Source: an optimization exercise on an open RTL-to-GDS flow (aim: small area, a short achievable clock period and few clock cycles). Production flows keep margins and buffers that such runs may drop. RTL that was checked went through simulation tests only; none was proved equivalent to the original. The RTL of run 3 was laid out without a check of its function. Power figures rest on the tool's default switching activity, not on a simulated workload.

## design.v

```verilog
package wr_gen_cfg_pkg;
  typedef logic [2:0] cfg_addr_t;
  typedef logic [31:0] cfg_data_t;
  typedef logic [31:0] incr_t;
  typedef logic [64-1:0] byte_mask_t;
  typedef logic [2:0] psize_t;
  typedef logic [9-1:0] wcount_t;
endpackage
package wr_gen_data_pkg;
  typedef logic [52-1:0] addr_t;
  typedef logic [32-1:0] pattern_t;
  typedef logic [9-1:0] index_t;
  typedef logic [64*8-1:0] line_t;
  typedef enum logic [1:0] {
    IDLE  = 2'd0,
    RUN   = 2'd1,
    DRAIN = 2'd2,
    DONE  = 2'd3
  } seq_state_t;
endpackage
`timescale 1ns/10ps
module wr_gen_top
(
  input  logic                      clk,
  input  logic                      reset_n,
  input  logic                      i_cfg_wr,
  input  wr_gen_cfg_pkg::cfg_addr_t  i_cfg_addr,
  input  wr_gen_cfg_pkg::cfg_data_t  i_cfg_data,
  input  logic                      i_start,
  input  wr_gen_data_pkg::addr_t     i_base_addr,
  input  wr_gen_data_pkg::pattern_t  i_start_pattern,
  input  logic                      i_wr_ready,
  output logic                      o_busy,
  output logic                      o_wr_valid,
  output wr_gen_data_pkg::addr_t     o_wr_addr,
  output wr_gen_data_pkg::line_t     o_wr_data,
  output wr_gen_cfg_pkg::byte_mask_t o_wr_strb
);
  wr_gen_cfg_pkg::incr_t     incr;
  wr_gen_cfg_pkg::cfg_data_t mask_lo;
  wr_gen_cfg_pkg::cfg_data_t mask_hi;
  wr_gen_cfg_pkg::psize_t    psize;
  wr_gen_cfg_pkg::wcount_t   wcount;
  logic                      busy;
  logic                      valid;
  wr_gen_cfg_pkg::wcount_t   left;    
  wr_gen_data_pkg::addr_t    addr;
  logic [31:0]               lane;    
  logic ps1, ps2, ps4, psv;
  logic start_acc, accept, last;
  logic [31:0] lane_start;
  logic [31:0] lane_inc;
  logic [7:0]  b0n, b1n, b2n, b3n;
  logic [63:0] byte_mask;
  assign ps1 = (psize == 3'd1);
  assign ps2 = (psize == 3'd2);
  assign ps4 = (psize == 3'd4);
  assign psv = ps1 | ps2 | ps4;
  assign start_acc = i_start && !busy;
  assign accept    = valid && i_wr_ready;
  assign last      = (left == 9'd1);
  always_ff @(posedge clk)
  begin
    if (!reset_n)
    begin
      incr    <= '0;
      mask_lo <= '0;
      mask_hi <= '0;
      psize   <= '0;
      wcount  <= '0;
    end
    else if (i_cfg_wr && !busy)
    begin
      case (i_cfg_addr)
        3'd0:    incr    <= i_cfg_data;
        3'd1: mask_lo <= i_cfg_data;
        3'd2: mask_hi <= i_cfg_data;
        3'd3:   psize   <= i_cfg_data[2:0];
        3'd4:   wcount  <= i_cfg_data[9-1:0];
        default: ;
      endcase
    end
  end
  always_ff @(posedge clk)
  begin
    if (!reset_n)
    begin
      busy  <= 1'b0;
      valid <= 1'b0;
    end
    else if (start_acc)
    begin
      busy  <= 1'b1;
      valid <= (wcount != '0);
    end
    else
    begin
      busy  <= valid && !(accept && last);
      valid <= valid && !(accept && last);
    end
  end
  always_comb
  begin
    case (psize)
      3'd1:    lane_start = {4{i_start_pattern[7:0]}};
      3'd2:    lane_start = {2{i_start_pattern[15:0]}};
      3'd4:    lane_start = i_start_pattern;
      default: lane_start = '0;
    endcase
  end
  assign b0n = lane[7:0] + 8'd1;
  assign b1n = ps1 ? b0n : lane[15:8] + {7'd0, &lane[7:0]};
  assign b2n = ps4 ? lane[23:16] + {7'd0, &lane[15:0]} : b0n;
  assign b3n = ps4 ? lane[31:24] + {7'd0, &lane[23:0]} : b1n;
  assign lane_inc = {b3n, b2n, b1n, b0n};
  always_ff @(posedge clk)
  begin
    if (start_acc)
    begin
      addr <= i_base_addr;
      left <= wcount;
    end
    else if (accept)
    begin
      addr <= addr + {20'd0, incr};
      left <= left - 1'b1;
    end
  end
  always_ff @(posedge clk)
  begin
    if (start_acc)
      lane <= lane_start;
    else if (accept && psv)
      lane <= lane_inc;
  end
  assign byte_mask = {mask_hi, mask_lo};
  always_comb
  begin
    for (int i = 0; i < 64; i++)
      o_wr_data[8*i +: 8] = byte_mask[i] ? lane[8*(i%4) +: 8] : 8'h00;
  end
  assign o_busy     = busy;
  assign o_wr_valid = valid;
  assign o_wr_addr  = addr;
  assign o_wr_strb  = byte_mask;
endmodule
```

## run.sh

```bash
#!/bin/bash
# synth_recipe.tcl (not shown) runs the flow's synth.tcl, then flattens the netlist and writes it again
# the make line also repeats each setting of config.mk as NAME=value (left out here)
make -C /OpenROAD-flow-scripts/flow DESIGN_CONFIG=/design/flow/config.mk WORK_HOME=/design/flow/orfs CLKGATE_MAP_FILE= SYNTH_SCRIPT=/design/flow/synth_recipe.tcl finish
```

## config.mk

```make
export PLATFORM = sky130hd
export DESIGN_NAME = wr_gen_top
export DESIGN_NICKNAME = wr_gen_top
export VERILOG_FILES = /design/flow/design.v
export SDC_FILE = /design/flow/constraint.sdc
export NUM_CORES = 4
export LEC_CHECK = 0
export CAP_MARGIN = 20
export CORE_AREA = 5 5 495 495
export DIE_AREA = 0 0 500 500
export SLEW_MARGIN = 20
```

## constraint.sdc

```tcl
create_clock -name core_clock -period 5.0 [get_ports {clk}]
set_input_delay 1.0000 -clock core_clock [delete_from_list [all_inputs] [get_ports {clk}]]
set_output_delay 1.0000 -clock core_clock [all_outputs]
set_load 0.01 [all_outputs]
```

==> impl_metrics.yaml, run 1 <==
run_status:
  status: "finished clean"
pwr:
  ir_drop_mv: 0.230
  powerDensity_nw_per_um2: 207
  p_leak_nw: 8.84
timing:
  timing.final.crit_period_ns: 3.56
  final_max_slew_viol_count: 0
  slew_headroom_pct: 33.5
  fin_ws_ns: 1.44
  period_share_pct: 71.3
  fmax_mhz: 281
  setup_viol: 0
  grt_setup_unrepaired: "false"
  finalHoldViolCount: 0
  setup_tns_ns: 0
  worst_pin_slew_ns: 0.997
  fin_skew_ns: 0.0347
cts:
  ctsHtreeMaxLevel: 1
  cts-root-buf: "clkbuf_16"
  clockBufferDepth: 3
  clkSlewWorstSetupHoldPaths_ns: 0.06
  cts_buffers: 29
  cts_sinks: 203
  cts_setup_buffers: 0
  tritoncts: "built"
  cts_hold_buf: 0
  cts.repair.resized: 0
  clock_latency_ns: 0.63
synth:
  synth_warnings: 1
  synth_nets: 2015
  async_flop_share_pct: 0
  synth.area.top_cells: "and2_1 (22%), edfxtp_1 (19%), dfxtp_1 (15%)"
  synth.distinct_cells: 64
  synth-seq-cells: 203
  synth_cells: 1849
  ys.flop_type: "dfxtp_1"
  yosys.area.top_type: "and2_1"
  syn_area_sq_um: 14600
  ys_seq_area_share_pct: 34.2
  synth-edff-count: 93
  yosysTopAreaCellShare_pct: 22.2
  syn-mean-instance-area_sq_um: 7.90
floorplanning:
  die_y_microns: 500
  rows: 179
  start_util_pct: 6.12
  die_x_microns: 500
  core-area_sq_um: 239000
  boundaryPins: 754
  die_area_sq_um: 250000
grt:
  antenna_found_initial: 69
  grt_pass1_wl_mm: 154
  grtUsageTotal_pct: 9.11
  grt_pass1_vias: 15986
  globalRouteOverflowTotal: 0
  grt_max_degree: 71
setup_path:
  critPathMaxFanout: 11
  worstSetupPathType: "reg2out"
  critPathArrivalTime_ns: 2.56
  crit_path_start_kind: "flop"
  worstPathRequired_ns: 4.00
  critPathCaptureType: "primary output"
placement:
  gp_congestion: 0.850
  dpl_worst_slack_ns: 1.66
  hpwlAfterDp_mm: 103
  io_buffers: 753
min_path:
  hp-class: "reg2reg"
layout:
  utilization_pct: 11.4
  seq_area_sq_um: 4990
  area_growth_pct: 85.6
  multi_input_area_sq_um: 9060
  drive_above_1_share_pct: 4.35
  num-nets-final: 2719
  fill_cells: 27394
routing:
  routed_via_density: 2.87
  num_vias: 16525
  drt_iter0_markers: 1038
  wire_per_inst_microns: 21.0
  postRouteAntennaNets: 0
  drc: 0
  finalWirelength_mm: 121
  dr.pass1.iters: 5
flow_run:
  cap_viol_max_count: 0
cells by family (layout without fill, tap and decap cells):
group                      Yosys count  count (layout)  share of synthesized area (%)
AOI/OAI and AO/OA                  356             356                           16.0
xor gates and xnor gates            59              59                           3.54
adders and majority gates           42              42                           3.65
buffers and inverters              151             878                           4.05
DFF                                203             203                           34.2
muxes                               14              14                          0.960
other                                0              20                              0
and+or+nand+nor                   1024            1024                           37.6
worst paths after layout:
| path | from | endpoint | slack, ns | cells past startpoint |
|---|---|---|---|---|
| setup / recovery | lane[28] | o_wr_data[188] | 1.44 | 3 |
| hold / removal | incr[23] | incr[23] | 0.48 | 2 |
| setup reg to reg | addr[4] | addr[37] | 1.65 | 8 |
| hold reg to reg | incr[23] | incr[23] | 0.48 | 2 |
routing by layer:
layer	wire length, microns	vias to the layer above	share of wire, %	track usage [%]
met3	9480	217	7.8	2.46
met4	5100	10	4.2	3.41
met5	75	-	0.062	0
met2	64800	830	54	17.9
li1	-	7670	-	-
met1	41500	7798	34	9.07
Yosys cell counts (all sizes together), types with 7 or more instances:
master / count
nor2: 97
a21oi: 76
a21boi: 98
inv: 22
a211oi: 10
ha: 41
nor3b: 7
clkbuf: 119
a221oi: 10
xor2: 21
o22ai: 8
nand2: 274
buf: 10
a22oi: 14
edfxtp: 93
and2: 519
o21ai: 65
and3: 14
a31oi: 16
nor3: 10
nor2b: 20
mux2i: 14
nand4: 14
nand2b: 9
xnor2: 38
nand3: 31
dfxtp: 110
o31ai: 14
a21o: 14
or4: 9
report_power, final:
group          internal, mW  total (mW)  switching, mW
sequential             1.88        2.05          0.168
combinational         0.494        1.27          0.780
clock                  1.36        2.27          0.917
total                  3.73        5.60           1.86
worst max-delay path, cell delays in order (launching register included):
cell and delay [ns]:
edfxtp_1 0.87, buf_4 0.34, and2_1 0.17, clkdlybuf4s50_1 0.57
cell type report:
cell class / instances / area share [%]
Multi-Input combinational cell: 1495 / 33.4
Timing Repair Buffer: 802 / 29.2
Sequential cell: 203 / 18.4
Tap cell: 3167 / 14.6
Clock buffer: 41 / 3.16
Clock inverter: 13 / 0.660
Inverter: 22 / 0.305
Antenna cell: 20 / 0.185
sequential cells by signal, summed over array words and instances, names as in the netlist:
| name | flops |
|---|---|
| mask_hi | 32 |
| incr | 32 |
| wcount | 9 |
| addr | 52 |
| lane | 32 |
| busy | 1 |
| mask_lo | 32 |
| psize | 3 |
| valid | 1 |
| left | 9 |
cells in the final DEF (no fill, tap or decap), drive strengths merged, types with 16 or more instances in the layout:
| master | Yosys | final |
|---|---|---|
| o21ai | 65 | 65 |
| xor2 | 21 | 21 |
| ha | 41 | 41 |
| and2 | 519 | 519 |
| a21boi | 98 | 98 |
| nor2 | 97 | 97 |
| buf | 10 | 50 |
| clkdlybuf4s50 | 0 | 752 |
| diode | 0 | 20 |
| a31oi | 16 | 16 |
| inv | 22 | 25 |
| nand3 | 31 | 31 |
| xnor2 | 38 | 38 |
| edfxtp | 93 | 93 |
| nand2 | 274 | 274 |
| dfxtp | 110 | 110 |
| a21oi | 76 | 76 |
| clkbuf | 119 | 41 |
| nor2b | 20 | 20 |
per-stage QoR:
| stage | cell area, sq um | total power [mW] | hold WS [ns] | cells |
|---|---|---|---|---|
| after global placement | 26000 | 3.38 | 0.463 | 5689 |
| after floorplan | 14600 | 2.54 | 0.447 | 1849 |
| final | 27100 | 5.60 | 0.478 | 5763 |
| after detailed placement | 26000 | 3.40 | 0.473 | 5689 |
| after CTS | 27000 | 5.73 | 0.483 | 5743 |
| after global routing | 27100 | 5.86 | 0.506 | 5748 |
Testbench counts, summed over its fixed seeds: cycles 15,876.
==> inputs of run 2 (changes only) <==
--- a/design.v
+++ b/design.v
@@ -38,6 +38,6 @@
 );
   wr_gen_cfg_pkg::incr_t     incr;
-  wr_gen_cfg_pkg::cfg_data_t mask_lo;
-  wr_gen_cfg_pkg::cfg_data_t mask_hi;
+  wr_gen_cfg_pkg::cfg_data_t mask_lo_n;
+  wr_gen_cfg_pkg::cfg_data_t mask_hi_n;
   wr_gen_cfg_pkg::psize_t    psize;
   wr_gen_cfg_pkg::wcount_t   wcount;
@@ -46,5 +46,6 @@
   wr_gen_cfg_pkg::wcount_t   left;    
   wr_gen_data_pkg::addr_t    addr;
-  logic [31:0]               lane;    
+  logic [31:0]               lane_n;  
+  logic [31:0]               lane;
   logic ps1, ps2, ps4, psv;
   logic start_acc, accept, last;
@@ -53,4 +54,5 @@
   logic [7:0]  b0n, b1n, b2n, b3n;
   logic [63:0] byte_mask;
+  logic [63:0] mask_n;
   assign ps1 = (psize == 3'd1);
   assign ps2 = (psize == 3'd2);
@@ -65,6 +67,6 @@
     begin
       incr    <= '0;
-      mask_lo <= '0;
-      mask_hi <= '0;
+      mask_lo_n <= '1;
+      mask_hi_n <= '1;
       psize   <= '0;
       wcount  <= '0;
@@ -74,6 +76,6 @@
       case (i_cfg_addr)
         3'd0:    incr    <= i_cfg_data;
-        3'd1: mask_lo <= i_cfg_data;
-        3'd2: mask_hi <= i_cfg_data;
+        3'd1: mask_lo_n <= ~i_cfg_data;
+        3'd2: mask_hi_n <= ~i_cfg_data;
         3'd3:   psize   <= i_cfg_data[2:0];
         3'd4:   wcount  <= i_cfg_data[9-1:0];
@@ -130,13 +132,15 @@
   begin
     if (start_acc)
-      lane <= lane_start;
+      lane_n <= ~lane_start;
     else if (accept && psv)
-      lane <= lane_inc;
+      lane_n <= ~lane_inc;
   end
-  assign byte_mask = {mask_hi, mask_lo};
+  assign lane      = ~lane_n;
+  assign mask_n    = {mask_hi_n, mask_lo_n};
+  assign byte_mask = ~mask_n;
   always_comb
   begin
     for (int i = 0; i < 64; i++)
-      o_wr_data[8*i +: 8] = byte_mask[i] ? lane[8*(i%4) +: 8] : 8'h00;
+      o_wr_data[8*i +: 8] = ~({8{mask_n[i]}} | lane_n[8*(i%4) +: 8]);
   end
   assign o_busy     = busy;
--- a/config.mk
+++ b/config.mk
@@ -7,5 +7,6 @@
 export LEC_CHECK = 0
 export CAP_MARGIN = 20
-export CORE_AREA = 5 5 495 495
-export DIE_AREA = 0 0 500 500
+export CORE_AREA = 5 5 195 195
+export DIE_AREA = 0 0 200 200
+export SETUP_SLACK_MARGIN = 2.8
 export SLEW_MARGIN = 20
==> impl_metrics.yaml, run 2 <==
run_status:
  tool.error: "[ERROR PPL-0024] Number of IO pins (754) exceeds maximum number of available positions (718). Increase the die perimeter from 800.00um to 1025.44um."
  lastStage: "I/O pin placement (3_2_place_iop)"
  status: "did not finish"
synth:
  synth_cells: 1912
  yosys.area.top_type: "edfxtp_1"
  synth.area.top_cells: "edfxtp_1 (21%), nor2_1 (17%), dfxtp_1 (16%)"
  async_flop_share_pct: 0
  synth.most_common_cell: "nor2_1"
  syn-mean-instance-area_sq_um: 7.08
  ys_seq_area_share_pct: 36.9
  synth-edff-count: 93
  synth_commonest_cells: "nor2_1 (597), nand2_1 (224), clkbuf_1 (166)"
  syn_area_sq_um: 13500
  synth_nets: 2078
  yosysTopAreaCellShare_pct: 20.6
  synth_warnings: 1
  synth.distinct_cells: 63
  synth-seq-cells: 203
  ys.flop_type: "dfxtp_1"
floorplanning:
  rows: 69
  start_util_pct: 38.0
  die_x_microns: 200
  die_y_microns: 200
==> run 2: kinds of logic after synthesis <==
group	synth area share, %
and+or+nand+nor	28.9
adders and majority gates	3.94
AOI/OAI and AO/OA	17.3
xor gates and xnor gates	3.95
DFF	36.9
buffers and inverters	7.88
muxes	1.11
Testbench counts of run 2, summed over its fixed seeds: cycles 15,876.
==> inputs of run 3 (changes only) <==
--- a/design.v
+++ b/design.v
@@ -131,5 +131,7 @@
   always_ff @(posedge clk)
   begin
-    if (start_acc)
+    if (!reset_n)
+      lane_n <= '1;
+    else if (start_acc)
       lane_n <= ~lane_start;
     else if (accept && psv)
==> flow/run.sh (new file) <==
#!/bin/bash
# The standard layout, with the port buffers made from the smallest
# plain buffer instead of the cell buffer_ports picks by itself
set -euo pipefail
export BUFFER_PORTS_ARGS="-buffer_cell sky130_fd_sc_hd__buf_1"
bash standard.sh > standard_sh.log 2>&1
==> standard.sh (new file) <==
#!/bin/bash
# synth_recipe.tcl (not shown) runs the flow's synth.tcl, then flattens the netlist and writes it again
# the make line also repeats each setting of config.mk as NAME=value (left out here)
make -C /OpenROAD-flow-scripts/flow DESIGN_CONFIG=/design/flow/config.mk WORK_HOME=/design/flow/orfs CLKGATE_MAP_FILE= SYNTH_SCRIPT=/design/flow/synth_recipe.tcl "${@:-finish}"
--- a/config.mk
+++ b/config.mk
@@ -7,6 +7,6 @@
 export LEC_CHECK = 0
 export CAP_MARGIN = 20
-export CORE_AREA = 5 5 195 195
-export DIE_AREA = 0 0 200 200
-export SETUP_SLACK_MARGIN = 2.8
+export CORE_AREA = 5 5 260 260
+export DIE_AREA = 0 0 265 265
+export SETUP_SLACK_MARGIN = 1.9
 export SLEW_MARGIN = 20
removed: run.sh
==> impl_metrics.yaml, run 3 <==
synth:
  synth.most_common_cell: "nor2_1"
  synth_nets: 2144
  yosysTopAreaCellShare_pct: 20.8
  synth_commonest_cells: "nor2_1 (590), nand2_1 (261), clkbuf_1 (169)"
  synth-seq-cells: 203
  synth.area.top_cells: "dfxtp_1 (21%), nor2_1 (16%), edfxtp_1 (13%)"
  async_flop_share_pct: 0
  synth_cells: 1978
  ys_seq_area_share_pct: 34.2
  synth-edff-count: 61
  synth.distinct_cells: 71
  synth_warnings: 1
  ys.flop_type: "dfxtp_1"
  syn-mean-instance-area_sq_um: 6.91
  yosys.area.top_type: "dfxtp_1"
  syn_area_sq_um: 13700
cts:
  cts_sinks: 203
  ctsHtreeMaxLevel: 1
  cts_hold_buf: 0
  cts-root-buf: "clkbuf_16"
  clkSlewWorstSetupHoldPaths_ns: 0.06
  clock_latency_ns: 0.58
  tritoncts: "built"
  cts_buffers: 27
  clockBufferDepth: 3
grt:
  grt_pass1_vias: 15577
  grt_pass1_wl_mm: 114
  globalRouteOverflowTotal: 0
  grt_max_degree: 77
  grtUsageTotal_pct: 22.0
  antenna_found_initial: 6
routing:
  num_vias: 16931
  drt_iter0_markers: 1681
  wire_per_inst_microns: 24.1
  drc: 0
  finalWirelength_mm: 83.8
  postRouteAntennaNets: 0
  routed_via_density: 4.86
  dr.pass1.iters: 6
setup_path:
  cpPeakStageDelay_ns: 0.36
  critPathArrivalTime_ns: 3.44
  critPathCaptureType: "flop"
  rrSetupSlack_ns: 1.89
  critPathMaxFanout: 5
  worstSetupPathType: "reg2reg"
  cp_cell_sequence: "ha_2, inv_2, fa_2, nand2b_4, a21oi_4, o311ai_4, a21o_1, a2111oi_4, buf_6, buf_12, nor3_4, buf_12, nor3_4, xnor2_1, o21ai_1"
  cp_slowest_cell: "edfxtp_1"
  worstPathRequired_ns: 5.33
  crit_path_start_kind: "flop"
timing:
  hold_ws_ns: 0.471
  fmax_mhz: 321
  worst_pin_slew_ns: 1.22
  period_share_pct: 62.2
  final_max_slew_viol_count: 0
  slew_headroom_pct: 18.3
  setup_viol: 0
  timing.final.crit_period_ns: 3.11
  fin_skew_ns: 0.0254
  setup_tns_ns: 0
  finalHoldViolCount: 0
  grt_setup_unrepaired: "true"
layout:
  largest_register_ffs: 52
  mostFrequentLayoutCell: "buf_1"
  fin_cells: 3483
  fin_area_sq_um: 18600
  area_growth_pct: 35.9
  num-nets-final: 2773
  final_cell_mix: "buf_1 (752), nor2_1 (588), nand2_1 (259)"
  fill_cells: 7192
  drive_above_1_share_pct: 6.47
  regMostFlops: "addr"
run_status:
  status: "finished clean"
floorplanning:
  rows: 93
  start_util_pct: 21.2
  core-area_sq_um: 64500
  boundaryPins: 754
  die_area_sq_um: 70200
  die_x_microns: 265
  die_y_microns: 265
placement:
  hpwlAfterDp_mm: 62.7
  dpl.cell_count: 3413
  dpl_cell_area_sq_um: 17100
  gp_congestion: 0.938
  io_buffers: 753
pwr:
  powerDensity_nw_per_um2: 274
  ir_drop_mv: 0.208
  p_leak_nw: 7.19
min_path:
  hp-class: "reg2reg"
flow_run:
  cap_viol_max_count: 0
==> run 3: layout make-up <==
cell class	instances	area (sq um)	share of cell area, %
clock buffer	39	806	4.34
antenna	1	2.50	0.0135
inverter	89	334	1.80
sequential	203	4690	25.2
tap	855	1070	5.76
clock inverter	10	154	0.829
multi-input combinational	1478	8150	43.9
timing repair buffer	808	3370	18.1
==> run 3: power by group <==
part	internal [mW]	leakage (nW)	switching, mW	total, mW
logic	0.292	4.97	0.619	0.911
registers	1.83	1.75	0.227	2.06
clock network	1.28	0.470	0.838	2.12
total	3.40	7.19	1.68	5.09
==> run 3: worst max-delay path: cells and delay by family (launching register included) <==
| kind | cells | cell delay, ns |
|---|---|---|
| AND/OR/NAND/NOR | 3 | 0.32 |
| XOR/XNOR | 1 | 0.14 |
| flip-flops | 1 | 0.36 |
| buffers and inverters | 4 | 0.50 |
| AO/OA/AOI/OAI | 5 | 0.97 |
| adder cells (fa/ha/maj) | 2 | 0.55 |
==> run 3: layer usage <==
metal / up-vias / share of wire, % / track usage [%] / wire (microns)
met5: - / 0.014 / 0 / 12
met4: 2 / 5.6 / 10.2 / 4660
met3: 146 / 9.4 / 4.61 / 7920
met2: 1079 / 45 / 35.9 / 38100
met1: 7913 / 40 / 27.8 / 33100
li1: 7791 / - / - / -
==> run 3: kinds of logic (layout without fill, tap and decap cells) <==
family / Yosys count / after routing / share of synthesized area, %
AO/OA/AOI/OAI: 350 / 350 / 17.4
XOR/XNOR: 67 / 67 / 4.29
other: 0 / 1 / 0
multiplexers: 24 / 24 / 1.76
flip-flops: 203 / 203 / 34.2
AND/OR/NAND/NOR: 994 / 995 / 30.1
buffers and inverters: 298 / 946 / 8.34
adder cells (fa/ha/maj): 42 / 42 / 3.90
==> run 3: what timing repair did <==
| action | 4_1_cts | 5_1_grt |
|---|---|---|
| buffers inserted | 13 | 4 |
| gates cloned | 3 | 0 |
| resized for setup | 39 | 31 |
| endpoints found under the setup margin | 50 | 48 |
| pin swaps | 24 | 24 |
==> run 3: path summary, 6_finish.rpt <==
check,from,endpoint,cells after the start
setup / recovery,addr[0],addr[40],15
hold / removal,incr[0],incr[0],2
setup reg to reg,addr[0],addr[40],15
hold reg to reg,incr[0],incr[0],2
==> run 3: per-stage QoR <==
stage	setup WS, ns	power (mW)	util, %
after CTS	1.83	5.14	28.5
after global placement	1.52	2.95	26.5
after floorplan	1.95	2.51	-
after detailed placement	1.49	2.95	26.5
after global routing	1.73	5.31	28.8
final	1.89	5.09	28.8
==> inputs of run 4 (changes only) <==
--- a/design.v
+++ b/design.v
@@ -131,7 +131,5 @@
   always_ff @(posedge clk)
   begin
-    if (!reset_n)
-      lane_n <= '1;
-    else if (start_acc)
+    if (start_acc)
       lane_n <= ~lane_start;
     else if (accept && psv)
--- a/config.mk
+++ b/config.mk
@@ -9,4 +9,3 @@
 export CORE_AREA = 5 5 260 260
 export DIE_AREA = 0 0 265 265
-export SETUP_SLACK_MARGIN = 1.9
 export SLEW_MARGIN = 20
==> impl_metrics.yaml, run 4 <==
run_status:
  status: "finished clean"
flow_run:
  cap_viol_max_count: 0
grt:
  antenna_found_initial: 9
  grt_pass1_wl_mm: 111
  grt_pass1_vias: 14678
  globalRouteOverflowTotal: 0
  grtUsageTotal_pct: 21.6
  grt_max_degree: 65
synth:
  ys.flop_type: "dfxtp_1"
  synth_nets: 2078
  ys_seq_area_share_pct: 36.9
  synth-seq-cells: 203
  syn_area_sq_um: 13500
  synth.distinct_cells: 63
  syn-mean-instance-area_sq_um: 7.08
  synth_warnings: 1
  yosys.area.top_type: "edfxtp_1"
  synth.area.top_cells: "edfxtp_1 (21%), nor2_1 (17%), dfxtp_1 (16%)"
  synth_commonest_cells: "nor2_1 (597), nand2_1 (224), clkbuf_1 (166)"
  synth.most_common_cell: "nor2_1"
  synth-edff-count: 93
  synth_cells: 1912
  yosysTopAreaCellShare_pct: 20.6
  async_flop_share_pct: 0
min_path:
  whs_endpoint: "incr[13]"
  holdCritStartpoint: "incr[13]"
  holdPathStages: 2
  hp-class: "reg2reg"
timing:
  fmax_mhz: 301
  grt_setup_unrepaired: "false"
  period_share_pct: 66.5
  final_max_slew_viol_count: 0
  slew_headroom_pct: 17.1
  worst_pin_slew_ns: 1.24
  setup_viol: 0
  fin_skew_ns: 0.0128
  timing.final.crit_period_ns: 3.33
  setup_tns_ns: 0
  hold_ws_ns: 0.469
  finalHoldViolCount: 0
floorplanning:
  boundaryPins: 754
  die_area_sq_um: 70200
  die_x_microns: 265
  rows: 93
  core-area_sq_um: 64500
  die_y_microns: 265
  start_util_pct: 21.0
layout:
  area_growth_pct: 32.2
  largest_register_ffs: 52
  drive_above_1_share_pct: 3.39
  num-nets-final: 2685
  mostFrequentLayoutCell: "buf_1"
  regMostFlops: "addr"
  final_cell_mix: "buf_1 (752), nor2_1 (597), nand2_1 (223)"
routing:
  finalWirelength_mm: 82.2
  routed_via_density: 4.76
  wire_per_inst_microns: 24.2
  drc: 0
  dr.pass1.iters: 6
  postRouteAntennaNets: 0
  drt_iter0_markers: 1460
  num_vias: 16158
setup_path:
  cp_slowest_cell: "o21a_1"
  rrSetupSlack_ns: 1.67
  worstSetupPathType: "reg2reg"
  rr_endpoint: "addr[51]"
  crit_path_start_kind: "flop"
  cp_cell_sequence: "ha_1, and2_1, a221oi_1, a21o_1, a21oi_2, a21oi_1, o21a_1, nor4_1, o31a_1"
  reg2reg_depth: 9
  critPathCaptureType: "flop"
  worstReg2RegStart: "addr[3]"
  worstPathRequired_ns: 5.32
  cpPeakStageDelay_ns: 0.61
  cp_num_buf_inv: 0
  cp_top_family: "compound AO/OA/AOI/OAI gates"
  critPathArrivalTime_ns: 3.65
  critPathMaxFanout: 18
placement:
  gp_congestion: 0.886
  io_buffers: 753
  hpwlAfterDp_mm: 63.6
cts:
  clkSlewWorstSetupHoldPaths_ns: 0.06
  clockBufferDepth: 3
  cts.repair.resized: 0
  cts_hold_buf: 0
  ctsHtreeMaxLevel: 1
  cts_setup_buffers: 0
  tritoncts: "built"
  cts_buffers: 27
  clock_latency_ns: 0.57
  cts_sinks: 203
  cts-root-buf: "clkbuf_16"
pwr:
  ir_drop_mv: 0.234
  p_leak_nw: 7.06
  powerDensity_nw_per_um2: 295
==> run 4: cell count changes after synthesis, sizes merged, moves of 10 or more <==
cell	previous run	this run
edfxtp	61	93
a21oi	80	92
dfxtp	142	110
nor3	20	10
o211ai	81	70
nand2	261	224
==> run 4: where the power goes <==
part / switching [mW] / leakage (nW) / internal (mW) / total (mW)
registers: 0.270 / 1.78 / 1.89 / 2.16
clock network: 0.836 / 0.482 / 1.33 / 2.17
logic: 0.641 / 4.80 / 0.309 / 0.950
==> run 4: cell families after synthesis <==
| family | after synthesis | share of synthesized area [%] |
|---|---|---|
| and+or+nand+nor | 948 | 28.9 |
| AOI/OAI and AO/OA | 360 | 17.3 |
| buffers and inverters | 283 | 7.88 |
| DFF | 203 | 36.9 |
| xor gates and xnor gates | 61 | 3.95 |
| adders and majority gates | 42 | 3.94 |
| muxes | 15 | 1.11 |
==> run 4: final cells by class <==
type | count | area [sq um]
tap | 855 | 1070
clock inverter | 16 | 234
fill | 7211 | 46600
clock buffer | 34 | 753
inverter | 85 | 319
timing repair buffer | 776 | 3020
antenna | 2 | 5.00
multi-input combinational | 1426 | 7490
sequential | 203 | 4990
==> run 4: routing by layer <==
layer | wire, microns | GRT usage [%] | part of all wire (%)
met1 | 33500 | 27.0 | 41
met5 | 46 | 0 | 0.056
met3 | 8380 | 7.50 | 10
met4 | 1720 | 3.93 | 2.1
met2 | 38600 | 36.4 | 47
==> run 4: stage by stage <==
stage	power [mW]	instance area [sq um]	utilization, %	worst slack, ns	instances
global placement	3.13	16900	26.2	1.77	3345
floorplan	2.63	13500	-	1.00	1912
finish	5.28	17900	27.7	1.67	3397
CTS	5.34	17900	27.7	1.71	3395
global route	5.51	17900	27.7	1.44	3395
detailed placement	3.14	16900	26.2	1.74	3345
==> run 4: worst max-delay path by stage <==
| stage | from | end | slack [ns] | cells past startpoint |
|---|---|---|---|---|
| final | addr[3] | addr[51] | 1.67 | 9 |
| after global routing | lane_n[4] | lane_n[30] | 1.44 | 12 |
| after CTS | addr[4] | addr[51] | 1.71 | 9 |
| after detailed placement | addr[3] | addr[51] | 1.74 | 9 |
| after global placement | lane_n[5] | lane_n[29] | 1.77 | 12 |
| after floorplan | psize[0] | lane_n[0] | 1.0 | 6 |
==> run 4: worst register-to-register path, delay by kind of cell, from the launching register on <==
family                   cells  cell delay [ns]
adder cells (fa/ha/maj)      1             0.37
flip-flops                   1             0.41
AO/OA/AOI/OAI                6             1.98
AND/OR/NAND/NOR              2             0.33
Testbench counts of run 4, summed over its fixed seeds: cycles 15,876.
==> inputs of run 5 (changes only) <==
--- a/design.v
+++ b/design.v
@@ -52,5 +52,6 @@
   logic [31:0] lane_start;
   logic [31:0] lane_inc;
-  logic [7:0]  b0n, b1n, b2n, b3n;
+  logic [3:0]  full;
+  logic [3:0]  cin;
   logic [63:0] byte_mask;
   logic [63:0] mask_n;
@@ -84,4 +85,13 @@
     end
   end
+  logic [51:0] addr_inc;
+  logic [32:0] lo_sum;
+  logic [19:0] hi_inc;
+  always_comb
+  begin
+    lo_sum = {1'b0, addr[31:0]} + {1'b0, incr};
+    hi_inc = addr[51:32] + 20'd1;
+    addr_inc = {lo_sum[32] ? hi_inc : addr[51:32], lo_sum[31:0]};
+  end
   always_ff @(posedge clk)
   begin
@@ -111,9 +121,16 @@
     endcase
   end
-  assign b0n = lane[7:0] + 8'd1;
-  assign b1n = ps1 ? b0n : lane[15:8] + {7'd0, &lane[7:0]};
-  assign b2n = ps4 ? lane[23:16] + {7'd0, &lane[15:0]} : b0n;
-  assign b3n = ps4 ? lane[31:24] + {7'd0, &lane[23:0]} : b1n;
-  assign lane_inc = {b3n, b2n, b1n, b0n};
+  always_comb
+  begin
+    for (int j = 0; j < 4; j++)
+      full[j] = &lane[8*j +: 8];
+    cin[0] = 1'b1;
+    cin[1] = ps1 | full[0];
+    cin[2] = ps4 ? (full[0] & full[1]) : 1'b1;
+    cin[3] = ps4 ? (full[0] & full[1] & full[2]) : (ps1 | full[2]);
+    for (int j = 0; j < 4; j++)
+      for (int k = 0; k < 8; k++)
+        lane_inc[8*j+k] = lane[8*j+k] ^ (cin[j] & (&(lane[8*j +: 8] | ~(8'hff >> (8 - k)))));
+  end
   always_ff @(posedge clk)
   begin
@@ -125,5 +142,5 @@
     else if (accept)
     begin
-      addr <= addr + {20'd0, incr};
+      addr <= addr_inc;
       left <= left - 1'b1;
     end
@@ -131,5 +148,7 @@
   always_ff @(posedge clk)
   begin
-    if (start_acc)
+    if (!reset_n)
+      lane_n <= '1;
+    else if (start_acc)
       lane_n <= ~lane_start;
     else if (accept && psv)
--- a/config.mk
+++ b/config.mk
@@ -8,4 +8,7 @@
 export CAP_MARGIN = 20
 export CORE_AREA = 5 5 260 260
+export CTS_CLUSTER_DIAMETER = 100
+export CTS_CLUSTER_SIZE = 20
 export DIE_AREA = 0 0 265 265
+export SETUP_SLACK_MARGIN = 2.1
 export SLEW_MARGIN = 20
==> impl_metrics.yaml, run 5 <==
floorplanning:
  boundaryPins: 754
  die_area_sq_um: 70200
  die_y_microns: 265
  core-area_sq_um: 64500
  rows: 93
  start_util_pct: 20.3
  die_x_microns: 265
cts:
  cts_hold_buf: 0
  clkSlewWorstSetupHoldPaths_ns: 0.09
  clock_latency_ns: 0.51
  cts_sinks: 203
  cts-root-buf: "clkbuf_16"
  ctsHtreeMaxLevel: 1
  tritoncts: "built"
  clockBufferDepth: 3
  cts_buffers: 15
layout:
  multi_input_area_sq_um: 7480
  fill_cells: 7238
  fin_cells: 3387
  final_cell_mix: "buf_1 (752), nor2_1 (606), nand2_1 (241)"
  num-nets-final: 2689
  seq_area_sq_um: 4690
  area_growth_pct: 31.6
  largest_register_ffs: 52
  drive_above_1_share_pct: 4.54
  mostFrequentLayoutCell: "buf_1"
  regMostFlops: "addr"
placement:
  io_buffers: 753
  gp_congestion: 0.950
  hpwlAfterDp_mm: 65.2
  dpl.cell_count: 3346
synth:
  synth_nets: 2074
  synth-edff-count: 61
  yosys.area.top_type: "dfxtp_1"
  yosysTopAreaCellShare_pct: 21.8
  ys.flop_type: "dfxtp_1"
  synth_commonest_cells: "nor2_1 (608), nand2_1 (242), clkbuf_1 (169)"
  synth_cells: 1908
  syn_area_sq_um: 13100
  syn-mean-instance-area_sq_um: 6.85
  synth_warnings: 1
  synth-seq-cells: 203
  async_flop_share_pct: 0
  synth.most_common_cell: "nor2_1"
  synth.area.top_cells: "dfxtp_1 (22%), nor2_1 (17%), edfxtp_1 (14%)"
  synth.distinct_cells: 68
  ys_seq_area_share_pct: 35.8
setup_path:
  critPathCaptureType: "flop"
  critPathArrivalTime_ns: 3.40
  worstSetupPathType: "reg2reg"
  cp_slowest_cell: "edfxtp_1"
  cpPeakStageDelay_ns: 0.44
  crit_path_start_kind: "flop"
  cp_cell_sequence: "ha_4, fa_2, a211o_1, a2111oi_4, o221ai_2, nand3_2, a32o_2, o21bai_4, a21oi_2, buf_4, nor2_4, buf_12"
  worstPathRequired_ns: 5.28
  critPathMaxFanout: 10
run_status:
  status: "finished clean"
routing:
  wl_met2_mm: 36.8
  wl_met3_mm: 10.5
  drt_iter0_markers: 1664
  num_vias: 16137
  routed_via_density: 4.76
  postRouteAntennaNets: 0
  highest_layer: "met5"
  finalWirelength_mm: 84.6
  drc: 0
  dr.pass1.iters: 5
  wirelength_met1_mm: 34.9
  wire_per_inst_microns: 25.0
grt:
  antenna_found_initial: 17
  grt_max_degree: 66
  grt_pass1_vias: 14837
  grt_pass1_wl_mm: 114
  globalRouteOverflowTotal: 0
  grtUsageTotal_pct: 22.4
pwr:
  p_leak_nw: 6.45
  power_mw: 3.96
  powerDensity_nw_per_um2: 231
  ir_drop_mv: 0.208
flow_run:
  cap_viol_max_count: 0
timing:
  slew_headroom_pct: 30.0
  timing.final.crit_period_ns: 3.12
  fin_skew_ns: 0.0280
  grt_setup_unrepaired: "true"
  worst_pin_slew_ns: 1.04
  fmax_mhz: 320
  finalHoldViolCount: 0
  setup_tns_ns: 0
  final_max_slew_viol_count: 0
  setup_viol: 0
  period_share_pct: 62.4
min_path:
  hp-class: "reg2reg"
==> run 5: cell count changes in the layout (fill, tap and decap cells not counted), moves of 11 or more <==
cell       previous run  this run
dfxtp_1             110       133
a21boi_0             32         2
edfxtp_1             93        61
buf_4                22        42
a31oi_1              16         5
nor2b_1              19         2
nand2_1             223       241
clkbuf_16            28        15
==> run 5: metrics by stage <==
step	instance area, sq um	setup slack, ns	utilization, %	hold slack (ns)
floorplan	13100	2.11	-	0.440
global placement	16500	1.77	25.6	0.453
detailed placement	16500	1.67	25.6	0.457
CTS	17100	1.92	26.5	0.470
global route	17200	1.84	26.7	0.483
finish	17200	1.88	26.7	0.469
==> run 5: cell type report <==
| class | instances | area share, % |
|---|---|---|
| Antenna cell | 1 | 0.0146 |
| Timing Repair Buffer | 798 | 18.5 |
| Inverter | 83 | 1.81 |
| Tap cell | 855 | 6.22 |
| Clock buffer | 19 | 2.27 |
| Sequential cell | 203 | 27.3 |
| Multi-Input combinational cell | 1422 | 43.5 |
| Clock inverter | 6 | 0.335 |
==> run 5: logic make-up after synthesis <==
group                    Yosys count  synth area share, %
XOR/XNOR                          62                 4.16
flip-flops                       203                 35.8
AND/OR/NAND/NOR                  964                 30.1
buffers and inverters            285                 8.35
AO/OA/AOI/OAI                    339                 16.6
multiplexers                      13                0.996
adder cells (fa/ha/maj)           42                 4.08
==> run 5: worst paths after layout <==
kind	from	to	slack [ns]	depth (start not counted)
worst min-delay path	incr[4]	incr[4]	0.47	2
worst min register to register	incr[4]	incr[4]	0.47	2
worst max-delay path	addr[0]	addr[44]	1.88	12
worst max register to register	addr[0]	addr[44]	1.88	12
==> run 5: what timing repair did <==
item / in CTS / in global routing
pin swaps: 11 / 6
resized for setup: 18 / 17
gates cloned: 1 / 1
setup buffers: 9 / 4
endpoints found under the setup margin: 109 / 43
==> run 5: critical path: cells and delay by family, from the launching register on <==
| kind | cells | cell delay, ns |
|---|---|---|
| adder cells (fa/ha/maj) | 2 | 0.55 |
| buffers and inverters | 2 | 0.33 |
| flip-flops | 1 | 0.44 |
| AND/OR/NAND/NOR | 2 | 0.17 |
| AO/OA/AOI/OAI | 6 | 1.41 |
==> run 5: per-layer routing <==
metal	track usage [%]	up-vias
li1	-	7465
met1	28.6	7531
met2	34.9	989
met3	9.42	132
met4	5.80	20
met5	0	-
==> run 5: where the power goes <==
group	switching [mW]	internal, mW	total (mW)
clock network	0.684	0.576	1.26
logic	0.516	0.230	0.747
registers	0.153	1.80	1.96
Testbench counts of run 5, summed over its fixed seeds: cycles 15,876.
==> inputs of run 6 (changes only) <==
--- a/design.v
+++ b/design.v
@@ -86,11 +86,20 @@
   end
   logic [51:0] addr_inc;
-  logic [32:0] lo_sum;
+  logic        c16;         
+  logic        c16_next;
+  logic [16:0] lo_sum;
+  logic [17:0] la_sum;
+  logic [16:0] mid_sum;
+  logic [16:0] st_sum;
   logic [19:0] hi_inc;
   always_comb
   begin
-    lo_sum = {1'b0, addr[31:0]} + {1'b0, incr};
-    hi_inc = addr[51:32] + 20'd1;
-    addr_inc = {lo_sum[32] ? hi_inc : addr[51:32], lo_sum[31:0]};
+    lo_sum  = {1'b0, addr[15:0]} + {1'b0, incr[15:0]};
+    mid_sum = {1'b0, addr[31:16]} + {1'b0, incr[31:16]} + {16'd0, c16};
+    hi_inc  = addr[51:32] + 20'd1;
+    addr_inc = {mid_sum[16] ? hi_inc : addr[51:32], mid_sum[15:0], lo_sum[15:0]};
+    la_sum   = {2'b0, addr[15:0]} + {1'b0, incr[15:0], 1'b0};
+    c16_next = c16 ? la_sum[17] : (la_sum[17] | la_sum[16]);
+    st_sum   = {1'b0, i_base_addr[15:0]} + {1'b0, incr[15:0]};
   end
   always_ff @(posedge clk)
@@ -138,4 +147,5 @@
     begin
       addr <= i_base_addr;
+      c16  <= st_sum[16];
       left <= wcount;
     end
@@ -143,4 +153,5 @@
     begin
       addr <= addr_inc;
+      c16  <= c16_next;
       left <= left - 1'b1;
     end
--- a/config.mk
+++ b/config.mk
@@ -11,4 +11,4 @@
 export CTS_CLUSTER_SIZE = 20
 export DIE_AREA = 0 0 265 265
-export SETUP_SLACK_MARGIN = 2.1
+export SETUP_SLACK_MARGIN = 2.75
 export SLEW_MARGIN = 20
==> impl_metrics.yaml, run 6 <==
run_status:
  status: "finished clean"
synth:
  syn-mean-instance-area_sq_um: 7.06
  synth_warnings: 1
  synth_commonest_cells: "nor2_1 (575), nand2_1 (237), clkbuf_1 (159)"
  synth.distinct_cells: 66
  synth-seq-cells: 204
  ys_seq_area_share_pct: 34.7
  async_flop_share_pct: 0
  syn_area_sq_um: 13600
  yosys.area.top_type: "dfxtp_1"
  yosysTopAreaCellShare_pct: 21.0
  synth_nets: 2117
  synth.most_common_cell: "nor2_1"
  synth.area.top_cells: "dfxtp_1 (21%), nor2_1 (16%), edfxtp_1 (14%)"
  synth_cells: 1922
  ys.flop_type: "dfxtp_1"
  synth-edff-count: 62
grt:
  antenna_found_initial: 3
  grtUsageTotal_pct: 25.8
  grt_pass1_vias: 16734
  grt_max_degree: 90
  grt_pass1_wl_mm: 131
  globalRouteOverflowTotal: 0
floorplanning:
  start_util_pct: 21.0
  rows: 93
  core-area_sq_um: 64500
  die_x_microns: 265
  die_y_microns: 265
  die_area_sq_um: 70200
  boundaryPins: 754
setup_path:
  critPathCaptureType: "flop"
  cp_common_cell: "fa_2"
  cpPeakStageDelay_ns: 0.42
  worstPathRequired_ns: 5.26
  cp_cell_sequence: "fa_2, inv_2, fa_2, nor2b_4, o31ai_4, a21oi_2, a311o_1, a31oi_4, buf_12, o21ai_4"
  critPathArrivalTime_ns: 2.90
  worstSetupPathType: "reg2reg"
  crit_path_start_kind: "flop"
  critPathMaxFanout: 5
  rrSetupSlack_ns: 2.36
  cp_slowest_cell: "edfxtp_1"
layout:
  mostFrequentLayoutCell: "buf_6"
  num-nets-final: 3011
  drive_above_1_share_pct: 55.2
  largest_register_ffs: 52
  regMostFlops: "addr"
  final_cell_mix: "buf_6 (422), nor2_4 (373), nand2_1 (232)"
  fin_cells: 3684
  area_growth_pct: 116
timing:
  fmax_mhz: 379
  setup_tns_ns: 0
  final_max_slew_viol_count: 0
  fin_skew_ns: 0.0250
  period_share_pct: 52.8
  timing.final.crit_period_ns: 2.64
  worst_pin_slew_ns: 0.972
  setup_viol: 0
  slew_headroom_pct: 35.2
  grt_setup_unrepaired: "true"
  finalHoldViolCount: 0
routing:
  drt_iter0_markers: 2108
  num_vias: 19740
  finalWirelength_mm: 113
  postRouteAntennaNets: 0
  drc: 0
  dr.pass1.iters: 7
  wire_per_inst_microns: 30.6
  routed_via_density: 5.36
cts:
  clkSlewWorstSetupHoldPaths_ns: 0.09
  cts_buffers: 17
  cts-root-buf: "clkbuf_16"
  tritoncts: "built"
  clock_latency_ns: 0.54
  cts_hold_buf: 0
  clockBufferDepth: 3
  ctsHtreeMaxLevel: 1
  cts_sinks: 204
pwr:
  ir_drop_mv: 0.171
  p_leak_nw: 11.8
  powerDensity_nw_per_um2: 165
  power_mw: 4.84
placement:
  gp_congestion: 0.912
  hpwlAfterDp_mm: 63.5
  io_buffers: 753
  dpl.cell_count: 3364
flow_run:
  cap_viol_max_count: 0
min_path:
  hp-class: "reg2reg"
==> run 6: cells by family after synthesis <==
group	synth area share, %
and+or+nand+nor	28.4
AOI/OAI and AO/OA	17.0
buffers and inverters	8.19
xor gates and xnor gates	4.00
adders and majority gates	6.71
DFF	34.7
muxes	0.959
==> run 6: layer usage <==
| layer | global-route usage, % | routed length [microns] | vias up |
|---|---|---|---|
| met1 | 35.2 | 44100 | 9338 |
| li1 | - | - | 8187 |
| met5 | 0 | 33 | - |
| met2 | 39.0 | 47800 | 1683 |
| met3 | 7.00 | 13600 | 528 |
| met4 | 9.48 | 7190 | 4 |
==> run 6: final cells by class <==
cell class,instances,area (sq um)
fill,5623,35200
inverter,94,385
multi-input combinational,1432,11300
clock inverter,8,134
antenna,2,5.00
sequential,204,5070
timing repair buffer,1067,10800
clock buffer,22,475
tap,855,1070
==> run 6: critical path: cells and delay by family, from the launching register on <==
kind | cells | cell delay (ns)
simple gates | 1 | 0.05
compound gates | 5 | 1.02
flops | 1 | 0.42
fa+ha+maj | 2 | 0.64
buf+inv | 2 | 0.23
==> run 6: where the power goes <==
group          total [mW]  switching, mW  internal [mW]
clock                1.56          0.772          0.791
sequential           1.96          0.166           1.79
combinational        1.32          0.793          0.528
total                4.84           1.73           3.11
==> run 6: final timing paths <==
| path | start | to | cells past startpoint |
|---|---|---|---|
| max reg2reg | addr[16] | addr[43] | 10 |
| min reg2reg | incr[31] | incr[31] | 2 |
| min | incr[31] | incr[31] | 2 |
| max | addr[16] | addr[43] | 10 |
==> run 6: repair_timing <==
action	in CTS	in global routing
pin swaps	47	70
setup endpoints to repair	646	661
buffers inserted	134	105
cloned	33	16
resized for setup	1026	1346
==> run 6: stage by stage <==
| step | setup slack (ns) | hold WS [ns] | utilization, % | instance area (sq um) |
|---|---|---|---|---|
| after floorplan | 2.37 | 0.447 | - | 13700 |
| after global placement | 1.93 | 0.466 | 26.5 | 17100 |
| after detailed placement | 1.98 | 0.468 | 26.5 | 17100 |
| after CTS | 2.38 | 0.481 | 34.6 | 22300 |
| after global routing | 2.29 | 0.492 | 45.4 | 29300 |
| final | 2.36 | 0.483 | 45.4 | 29300 |
Testbench counts of run 6, summed over its fixed seeds: cycles 15,876.
==> inputs of run 7 (changes only) <==
--- a/config.mk
+++ b/config.mk
@@ -11,4 +11,4 @@
 export CTS_CLUSTER_SIZE = 20
 export DIE_AREA = 0 0 265 265
-export SETUP_SLACK_MARGIN = 2.75
+export SETUP_SLACK_MARGIN = 2.6
 export SLEW_MARGIN = 20
==> impl_metrics.yaml, run 7 <==
run_status:
  status: "finished clean"
placement:
  hpwlAfterDp_mm: 63.6
  io_buffers: 753
  gp_congestion: 0.900
timing:
  setup_tns_ns: 0
  setup_viol: 0
  worst_pin_slew_ns: 1.03
  grt_setup_unrepaired: "true"
  timing.final.crit_period_ns: 2.67
  period_share_pct: 53.4
  slew_headroom_pct: 31.6
  final_max_slew_viol_count: 0
  finalHoldViolCount: 0
  fin_skew_ns: 0.0247
  hold_ws_ns: 0.471
  fmax_mhz: 375
synth:
  synth_warnings: 1
  syn-mean-instance-area_sq_um: 7.06
  synth.area.top_cells: "dfxtp_1 (21%), nor2_1 (16%), edfxtp_1 (14%)"
  yosys.area.top_type: "dfxtp_1"
  synth_commonest_cells: "nor2_1 (575), nand2_1 (237), clkbuf_1 (159)"
  syn_area_sq_um: 13600
  synth.distinct_cells: 66
  synth-edff-count: 62
  synth-seq-cells: 204
  synth_nets: 2117
  ys.flop_type: "dfxtp_1"
  yosysTopAreaCellShare_pct: 21.0
  ys_seq_area_share_pct: 34.7
  synth.most_common_cell: "nor2_1"
  async_flop_share_pct: 0
  synth_cells: 1922
routing:
  num_vias: 17109
  dr.pass1.iters: 6
  wl_met3_mm: 8.96
  drt_iter0_markers: 1531
  drc: 0
  highest_layer: "met5"
  wl_met2_mm: 41.4
  finalWirelength_mm: 94.3
  postRouteAntennaNets: 0
  routed_via_density: 4.92
  wire_per_inst_microns: 27.1
  wirelength_met1_mm: 39.2
layout:
  area_growth_pct: 58.2
  final_cell_mix: "buf_1 (447), nor2_1 (409), nand2_1 (235)"
  drive_above_1_share_pct: 28.8
  regMostFlops: "addr"
  mostFrequentLayoutCell: "buf_1"
  num-nets-final: 2804
  largest_register_ffs: 52
floorplanning:
  die_y_microns: 265
  start_util_pct: 21.0
  rows: 93
  die_area_sq_um: 70200
  boundaryPins: 754
  core-area_sq_um: 64500
  die_x_microns: 265
setup_path:
  worstPathRequired_ns: 5.27
  critPathArrivalTime_ns: 2.94
  reg2reg_depth: 10
  critPathMaxFanout: 5
  worstReg2RegStart: "c16"
  worstSetupPathType: "reg2reg"
  critPathCapture: "addr[47]"
  rrSetupSlack_ns: 2.33
  rr_endpoint: "addr[47]"
  startpoint: "c16"
  crit_path_start_kind: "flop"
  critPathCaptureType: "flop"
cts:
  clockBufferDepth: 3
  cts-root-buf: "clkbuf_16"
  clock_latency_ns: 0.53
  cts_buffers: 18
  ctsHtreeMaxLevel: 1
  clkSlewWorstSetupHoldPaths_ns: 0.09
  tritoncts: "built"
  cts_sinks: 204
flow_run:
  cap_viol_max_count: 0
grt:
  grt_pass1_wl_mm: 113
  grt_max_degree: 84
  antenna_found_initial: 12
  grtUsageTotal_pct: 22.1
  grt_pass1_vias: 15011
  globalRouteOverflowTotal: 0
pwr:
  power_mw: 4.51
  ir_drop_mv: 0.158
  p_leak_nw: 8.76
  powerDensity_nw_per_um2: 210
min_path:
  hp-class: "reg2reg"
run 7: cell counts after synthesis:
No cell type changed its count.
run 7: metrics by stage:
stage               std cells  utilization, %  worst slack (ns)  instance area, sq um
floorplan                1922               -              2.37                 13600
global placement         3365            26.4              2.07                 17000
detailed placement       3365            26.4              2.02                 17000
CTS                      3427            28.9              2.34                 18700
global route             3474            33.3              2.20                 21500
finish                   3478            33.3              2.33                 21500
run 7: report_power, final:
group,internal [mW],switching (mW),total (mW)
clock network,0.743,0.798,1.54
logic,0.355,0.617,0.973
registers,1.81,0.188,2.00
run 7: per-layer routing:
layer | up-vias | track usage [%]
li1 | 7736 | -
met1 | 8182 | 28.0
met2 | 1006 | 35.2
met3 | 181 | 6.96
met4 | 4 | 8.29
met5 | - | 0
run 7: worst min path at each step:
stage	startpoint	endpoint	slack, ns	cells after the start
6_report	incr[31]	incr[31]	0.47	2
5_1_grt	incr[31]	incr[31]	0.50	2
4_1_cts	incr[31]	incr[31]	0.47	2
3_5_place_dp	incr[31]	incr[31]	0.46	2
3_3_place_gp	incr[31]	incr[31]	0.46	2
2_1_floorplan	incr[24]	incr[24]	0.45	2
run 7: cell type report:
cell class | instances | area, sq um
diodes | 5 | 12.5
repair buffers | 860 | 5510
fillers | 6784 | 43000
multi-input cells | 1431 | 8990
clock buffers | 22 | 487
clock inverters | 7 | 110
flip-flops and latches | 204 | 4930
well taps | 855 | 1070
inverters | 94 | 354
run 7: worst max-delay path, cell delays in order (launching register included):
cell      delay (ns)
edfxtp_1        0.46
fa_2            0.39
inv_2           0.07
fa_2            0.24
nor2b_4         0.06
o31ai_4         0.21
a21oi_2         0.10
a311o_1         0.37
a31oi_4         0.23
buf_12          0.16
o21ai_4         0.10
run 7: cells by family (layout without fill, tap and decap cells):
kind of cell | after synthesis | after routing | share of synthesized area (%)
adders and majority gates | 71 | 71 | 6.71
AOI/OAI and AO/OA | 348 | 351 | 17.0
other | 0 | 5 | 0
DFF | 204 | 204 | 34.7
xor gates and xnor gates | 62 | 62 | 4.00
buffers and inverters | 291 | 983 | 8.19
muxes | 13 | 13 | 0.959
and+or+nand+nor | 933 | 934 | 28.4
run 7: timing repair:
item	in CTS	in global routing
setup buffers	25	23
gates cloned	8	23
hold buffers	0	0
pin swaps	13	19
endpoints found under the setup margin	658	499
resized for setup	238	849
==> inputs of run 8 (changes only) <==
--- a/config.mk
+++ b/config.mk
@@ -11,4 +11,4 @@
 export CTS_CLUSTER_SIZE = 20
 export DIE_AREA = 0 0 265 265
-export SETUP_SLACK_MARGIN = 2.6
+export SETUP_SLACK_MARGIN = 2.3
 export SLEW_MARGIN = 20
==> impl_metrics.yaml, run 8 <==
run_status:
  status: "finished clean"
routing:
  wl_met3_mm: 6.90
  drc: 0
  drt_iter0_markers: 1323
  postRouteAntennaNets: 0
  wl_met2_mm: 39.3
  wirelength_met1_mm: 34.7
  dr.pass1.iters: 8
  finalWirelength_mm: 82.7
  num_vias: 16228
  wire_per_inst_microns: 24.2
  highest_layer: "met5"
  routed_via_density: 4.75
min_path:
  hp-class: "reg2reg"
  holdPathStages: 2
grt:
  grtUsageTotal_pct: 21.8
  antenna_found_initial: 7
  grt_max_degree: 86
  grt_pass1_wl_mm: 112
  grt_pass1_vias: 14855
  globalRouteOverflowTotal: 0
timing:
  grt_setup_unrepaired: "true"
  finalHoldViolCount: 0
  fmax_mhz: 358
  fin_ws_ns: 2.20
  setup_viol: 0
  hold_ws_ns: 0.473
  worst_pin_slew_ns: 0.917
  period_share_pct: 55.9
  final_max_slew_viol_count: 0
  slew_headroom_pct: 38.6
  timing.final.crit_period_ns: 2.80
  fin_skew_ns: 0.0305
  setup_tns_ns: 0
setup_path:
  worstPathRequired_ns: 5.31
  worstSetupPathType: "reg2reg"
  crit_path_start_kind: "flop"
  cp_slowest_cell: "edfxtp_1"
  critPathCaptureType: "flop"
  reg2reg_depth: 11
  critPathArrivalTime_ns: 3.11
  critPathMaxFanout: 10
  cp_cell_sequence: "fa_2, inv_2, fa_2, nor2b_2, o31ai_4, a21oi_2, a311o_1, a31oi_4, buf_12, o21ai_4, buf_12"
  cpPeakStageDelay_ns: 0.47
layout:
  regMostFlops: "addr"
  utilization_pct: 27.8
  area_growth_pct: 32.1
  fin_cells: 3418
  fin_area_sq_um: 17900
  num-nets-final: 2742
  final_cell_mix: "buf_1 (752), nor2_1 (574), nand2_1 (236)"
  mostFrequentLayoutCell: "buf_1"
  drive_above_1_share_pct: 5.23
  largest_register_ffs: 52
floorplanning:
  boundaryPins: 754
  start_util_pct: 21.0
  die_x_microns: 265
  rows: 93
  die_area_sq_um: 70200
  die_y_microns: 265
  core-area_sq_um: 64500
synth:
  yosys.area.top_type: "dfxtp_1"
  syn-mean-instance-area_sq_um: 7.06
  ys_seq_area_share_pct: 34.7
  synth_commonest_cells: "nor2_1 (575), nand2_1 (237), clkbuf_1 (159)"
  synth-seq-cells: 204
  synth.area.top_cells: "dfxtp_1 (21%), nor2_1 (16%), edfxtp_1 (14%)"
  synth.most_common_cell: "nor2_1"
  synth-edff-count: 62
  syn_area_sq_um: 13600
  synth_warnings: 1
  yosysTopAreaCellShare_pct: 21.0
  async_flop_share_pct: 0
  synth_cells: 1922
  ys.flop_type: "dfxtp_1"
  synth.distinct_cells: 66
  synth_nets: 2117
cts:
  ctsHtreeMaxLevel: 1
  clkSlewWorstSetupHoldPaths_ns: 0.09
  cts_sinks: 204
  tritoncts: "built"
  cts_buffers: 19
  cts-root-buf: "clkbuf_16"
  cts_hold_buf: 0
  clockBufferDepth: 3
  clock_latency_ns: 0.54
pwr:
  ir_drop_mv: 0.171
  p_leak_nw: 6.76
  power_mw: 4.39
  powerDensity_nw_per_um2: 245
flow_run:
  cap_viol_max_count: 0
placement:
  dpl_worst_slack_ns: 1.79
  gp_congestion: 0.882
  hpwlAfterDp_mm: 64.4
  io_buffers: 753
  dpl_cell_area_sq_um: 17000
  dpl.cell_count: 3369
## run 8: area by class of cell
cell class / instances / area, sq um
antenna: 3 / 7.51
multi-input combinational: 1430 / 7890
fill: 7194 / 46500
inverter: 94 / 354
tap: 855 / 1070
sequential: 204 / 4740
clock buffer: 23 / 490
clock inverter: 11 / 168
timing repair buffer: 798 / 3210
## run 8: path summary, 6_finish.rpt
| check | start | endpoint | slack [ns] |
|---|---|---|---|
| worst min-delay path | incr[31] | incr[31] | 0.47 |
| worst max register to register | c16 | addr[34] | 2.20 |
| worst max-delay path | c16 | addr[34] | 2.20 |
| worst min register to register | incr[31] | incr[31] | 0.47 |
## run 8: logic make-up (layout without fill, tap and decap cells)
| family | after synthesis | after routing | synth area share [%] |
|---|---|---|---|
| simple gates | 933 | 934 | 28.4 |
| xor+xnor | 62 | 62 | 4.00 |
| flops | 204 | 204 | 34.7 |
| buf+inv | 291 | 926 | 8.19 |
| compound gates | 348 | 350 | 17.0 |
| mux | 13 | 13 | 0.959 |
| other cells | 0 | 3 | 0 |
| fa+ha+maj | 71 | 71 | 6.71 |
## run 8: routing by layer
metal,up-vias,global-route usage [%]
li1,7595,-
met1,7649,28.4
met2,874,37.0
met3,102,4.89
met4,8,4.88
met5,-,0
## run 8: worst max-delay path: cells and delay by family, from the launching register on
family          cells  cell delay [ns]
compound gates      5             1.00
fa+ha+maj           2             0.62
flops               1             0.47
buf+inv             3             0.41
simple gates        1             0.07
## run 8: repair_timing
item	CTS	global route
cloned	3	0
buffers inserted	6	3
endpoints found under the hold margin	0	0
gates resized for setup	32	10
endpoints found under the setup margin	219	96
pin swaps	8	2
## run 8: power by group
group,total (mW),switching [mW],internal [mW]
clock,1.63,0.840,0.789
sequential,1.98,0.157,1.83
combinational,0.776,0.525,0.251
total,4.39,1.52,2.87
==> inputs of run 9 (changes only) <==
--- a/design.v
+++ b/design.v
@@ -146,5 +146,4 @@
     if (start_acc)
     begin
-      addr <= i_base_addr;
       c16  <= st_sum[16];
       left <= wcount;
@@ -152,8 +151,16 @@
     else if (accept)
     begin
-      addr <= addr_inc;
       c16  <= c16_next;
       left <= left - 1'b1;
     end
+  end
+  always_ff @(posedge clk)
+  begin
+    if (!reset_n)
+      addr <= '0;
+    else if (start_acc)
+      addr <= i_base_addr;
+    else if (accept)
+      addr <= addr_inc;
   end
   always_ff @(posedge clk)
--- a/config.mk
+++ b/config.mk
@@ -11,4 +11,4 @@
 export CTS_CLUSTER_SIZE = 20
 export DIE_AREA = 0 0 265 265
-export SETUP_SLACK_MARGIN = 2.3
+export SETUP_SLACK_MARGIN = 2.5
 export SLEW_MARGIN = 20
==> impl_metrics.yaml, run 9 <==
timing:
  setup_viol: 0
  grt_setup_unrepaired: "true"
  finalHoldViolCount: 0
  fmax_mhz: 365
  fin_skew_ns: 0.0299
  fin_ws_ns: 2.26
  worst_pin_slew_ns: 0.947
  hold_ws_ns: 0.472
  period_share_pct: 54.8
  setup_tns_ns: 0
  slew_headroom_pct: 36.9
  timing.final.crit_period_ns: 2.74
  final_max_slew_viol_count: 0
routing:
  drt_iter0_markers: 1823
  num_vias: 16989
  postRouteAntennaNets: 0
  finalWirelength_mm: 82.3
  wire_per_inst_microns: 23.7
  routed_via_density: 4.88
  dr.pass1.iters: 6
  drc: 0
setup_path:
  worstSetupPathType: "reg2reg"
  critPathCaptureType: "flop"
  rrSetupSlack_ns: 2.26
  worstPathRequired_ns: 5.41
  critPathArrivalTime_ns: 3.14
  critPathMaxFanout: 12
  crit_path_start_kind: "flop"
synth:
  synth_commonest_cells: "nor2_1 (591), nand2_1 (215), dfxtp_1 (194)"
  async_flop_share_pct: 0
  syn_area_sq_um: 13500
  ys.flop_type: "dfxtp_1"
  synth-edff-count: 10
  synth_cells: 1995
  synth.distinct_cells: 74
  yosys.area.top_type: "dfxtp_1"
  ys_seq_area_share_pct: 31.0
  synth_nets: 2190
  yosysTopAreaCellShare_pct: 28.8
  synth-seq-cells: 204
  synth.area.top_cells: "dfxtp_1 (29%), nor2_1 (16%), ha_1 (6.3%)"
  syn-mean-instance-area_sq_um: 6.76
  yosys-mux-area-fraction_pct: 1.04
  synthAdderAreaFrac_pct: 6.83
  synth_compound_area_share_pct: 19.8
  synthSimpleGateAreaFrac_pct: 28.8
  synth_xor_area_share_pct: 4.03
  synth.most_common_cell: "nor2_1"
  synth_top_family_by_area: "simple AND/OR/NAND/NOR gates"
  synth_warnings: 1
cts:
  clkSlewWorstSetupHoldPaths_ns: 0.10
  tritoncts: "built"
  clockBufferDepth: 3
  cts-root-buf: "clkbuf_16"
  cts_buffers: 16
  cts_hold_buf: 0
  ctsHtreeMaxLevel: 1
  cts_sinks: 204
  clock_latency_ns: 0.52
placement:
  dpl_worst_slack_ns: 1.79
  io_buffers: 753
  gp_congestion: 0.857
  hpwlAfterDp_mm: 63.6
pwr:
  power_mw: 3.98
  powerDensity_nw_per_um2: 219
  ir_drop_mv: 0.167
  p_leak_nw: 7.20
floorplanning:
  die_area_sq_um: 70200
  die_x_microns: 265
  core-area_sq_um: 64500
  die_y_microns: 265
  start_util_pct: 20.9
  boundaryPins: 754
  rows: 93
layout:
  final_cell_mix: "buf_1 (747), nor2_1 (584), nand2_1 (213)"
  fill_cells: 7210
  mostFrequentLayoutCell: "buf_1"
  seq_area_sq_um: 4320
  area_growth_pct: 35.1
  multi_input_area_sq_um: 8610
  drive_above_1_share_pct: 8.60
  largest_register_ffs: 52
  regMostFlops: "addr"
  num-nets-final: 2804
grt:
  grt_max_degree: 65
  globalRouteOverflowTotal: 0
  grtUsageTotal_pct: 21.3
  grt_pass1_vias: 14995
  antenna_found_initial: 22
  grt_pass1_wl_mm: 112
run_status:
  status: "finished clean"
min_path:
  hp-class: "reg2reg"
flow_run:
  cap_viol_max_count: 0
run 9: cell types whose count changed in the layout (fill, tap and decap cells not counted), moves of 19 or more:
cell	previous run	this run
dfxtp_4	0	20
dfxtp_2	26	45
a21oi_1	61	118
edfxtp_1	62	10
xnor2_1	27	47
nand2_1	236	213
xor2_1	34	14
a21boi_0	33	0
run 9: final timing paths:
check | start | to | cells after the start
worst max-delay path | c16 | addr[35] | 12
worst min-delay path | incr[31] | incr[31] | 2
worst max register to register | c16 | addr[35] | 12
worst min register to register | incr[31] | incr[31] | 2
run 9: area by class of cell:
| cell class | count | area share [%] |
|---|---|---|
| Antenna cell | 6 | 0.0825 |
| Timing Repair Buffer | 809 | 18.5 |
| Multi-Input combinational cell | 1493 | 47.3 |
| Clock buffer | 19 | 2.38 |
| Inverter | 85 | 1.78 |
| Tap cell | 855 | 5.88 |
| Clock inverter | 7 | 0.412 |
| Sequential cell | 204 | 23.7 |
run 9: repair_timing:
action,CTS,global route
resized for setup,97,66
setup buffers,18,11
setup endpoints to repair,528,245
cloned,1,1
pin swaps,10,27
run 9: logic make-up after synthesis:
kind of cell	count (synthesis)
buffers and inverters	300
AOI/OAI and AO/OA	408
xor gates and xnor gates	62
and+or+nand+nor	935
adders and majority gates	72
muxes	14
DFF	204
run 9: where the power goes:
part | switching, mW | total (mW) | leakage, nW | internal, mW
combinational | 0.477 | 0.718 | 5.28 | 0.241
sequential | 0.186 | 1.91 | 1.67 | 1.72
clock | 0.707 | 1.35 | 0.249 | 0.646
total | 1.37 | 3.98 | 7.20 | 2.61
run 9: routing by layer:
layer	track usage (%)	share of wire, %
met1	27.6	41
met2	33.5	44
met3	9.75	13
met4	3.19	1.5
met5	0	0.21
run 9: critical path: stages (launching register included):
cell and delay [ns]:
edfxtp_1 0.38, fa_2 0.23, inv_2 0.04, fa_2 0.35, nor2b_2 0.15, o31a_1 0.18, o2111ai_2 0.19, o31a_1 0.36
buf_12 0.17, buf_4 0.16, nor3b_4 0.20, xnor2_1 0.15, a21oi_1 0.08
run 9: per-stage QoR:
stage,area [sq um],utilization (%),std cells
floorplan,13700,-,1995
global placement,16900,26.3,3415
detailed placement,17000,26.3,3415
CTS,17900,27.8,3460
global route,18200,28.2,3473
finish,18200,28.2,3478
Testbench counts of run 9, summed over its fixed seeds: cycles 15,876.

## what the ideal ports hide
In the flow no input, the clock included, has a driving cell. The finished layouts below were timed again as built, in two steps.
Step 1 assumes that a clkbuf_16 drives the clock port and a buf_2 every other input.
Step 2 times the ports against the registers' clock, not the clock port: input delays grow and output delays shrink by t, the midpoint of the rising clock arrivals with the driver on.
Slacks: ideal ports / drivers / drivers and shift; pairs: ideal ports / drivers.
run	shift t [ns]	slack for setup (ns)	worst setup path after step 2	latest minus earliest clock arrival (ns)	worst data-port slew with drivers (ns)
run 1	0.658	1.437 / 1.390 / 1.649	register to register	0.036 / 0.036	0.22
run 3	0.629	1.888 / 1.888 / 1.879	input to register	0.030 / 0.029	0.08
run 4	0.618	1.673 / 1.673 / 1.673	register to register	0.018 / 0.018	0.12
run 5	0.554	1.879 / 1.879 / 1.879	register to register	0.037 / 0.037	0.13
run 6	0.579	2.359 / 2.359 / 2.108	input to register	0.037 / 0.037	0.16
run 7	0.574	2.332 / 2.332 / 2.022	input to register	0.030 / 0.029	0.14
run 8	0.581	2.204 / 2.204 / 1.978	input to register	0.037 / 0.037	0.13
run 9	0.556	2.262 / 2.262 / 1.866	input to register	0.033 / 0.033	0.17
After both steps setup and hold are still met in every run listed. The setup slack of run 9, which loses most, moves by 0.000 ns with the drivers and by -0.396 ns with both steps.
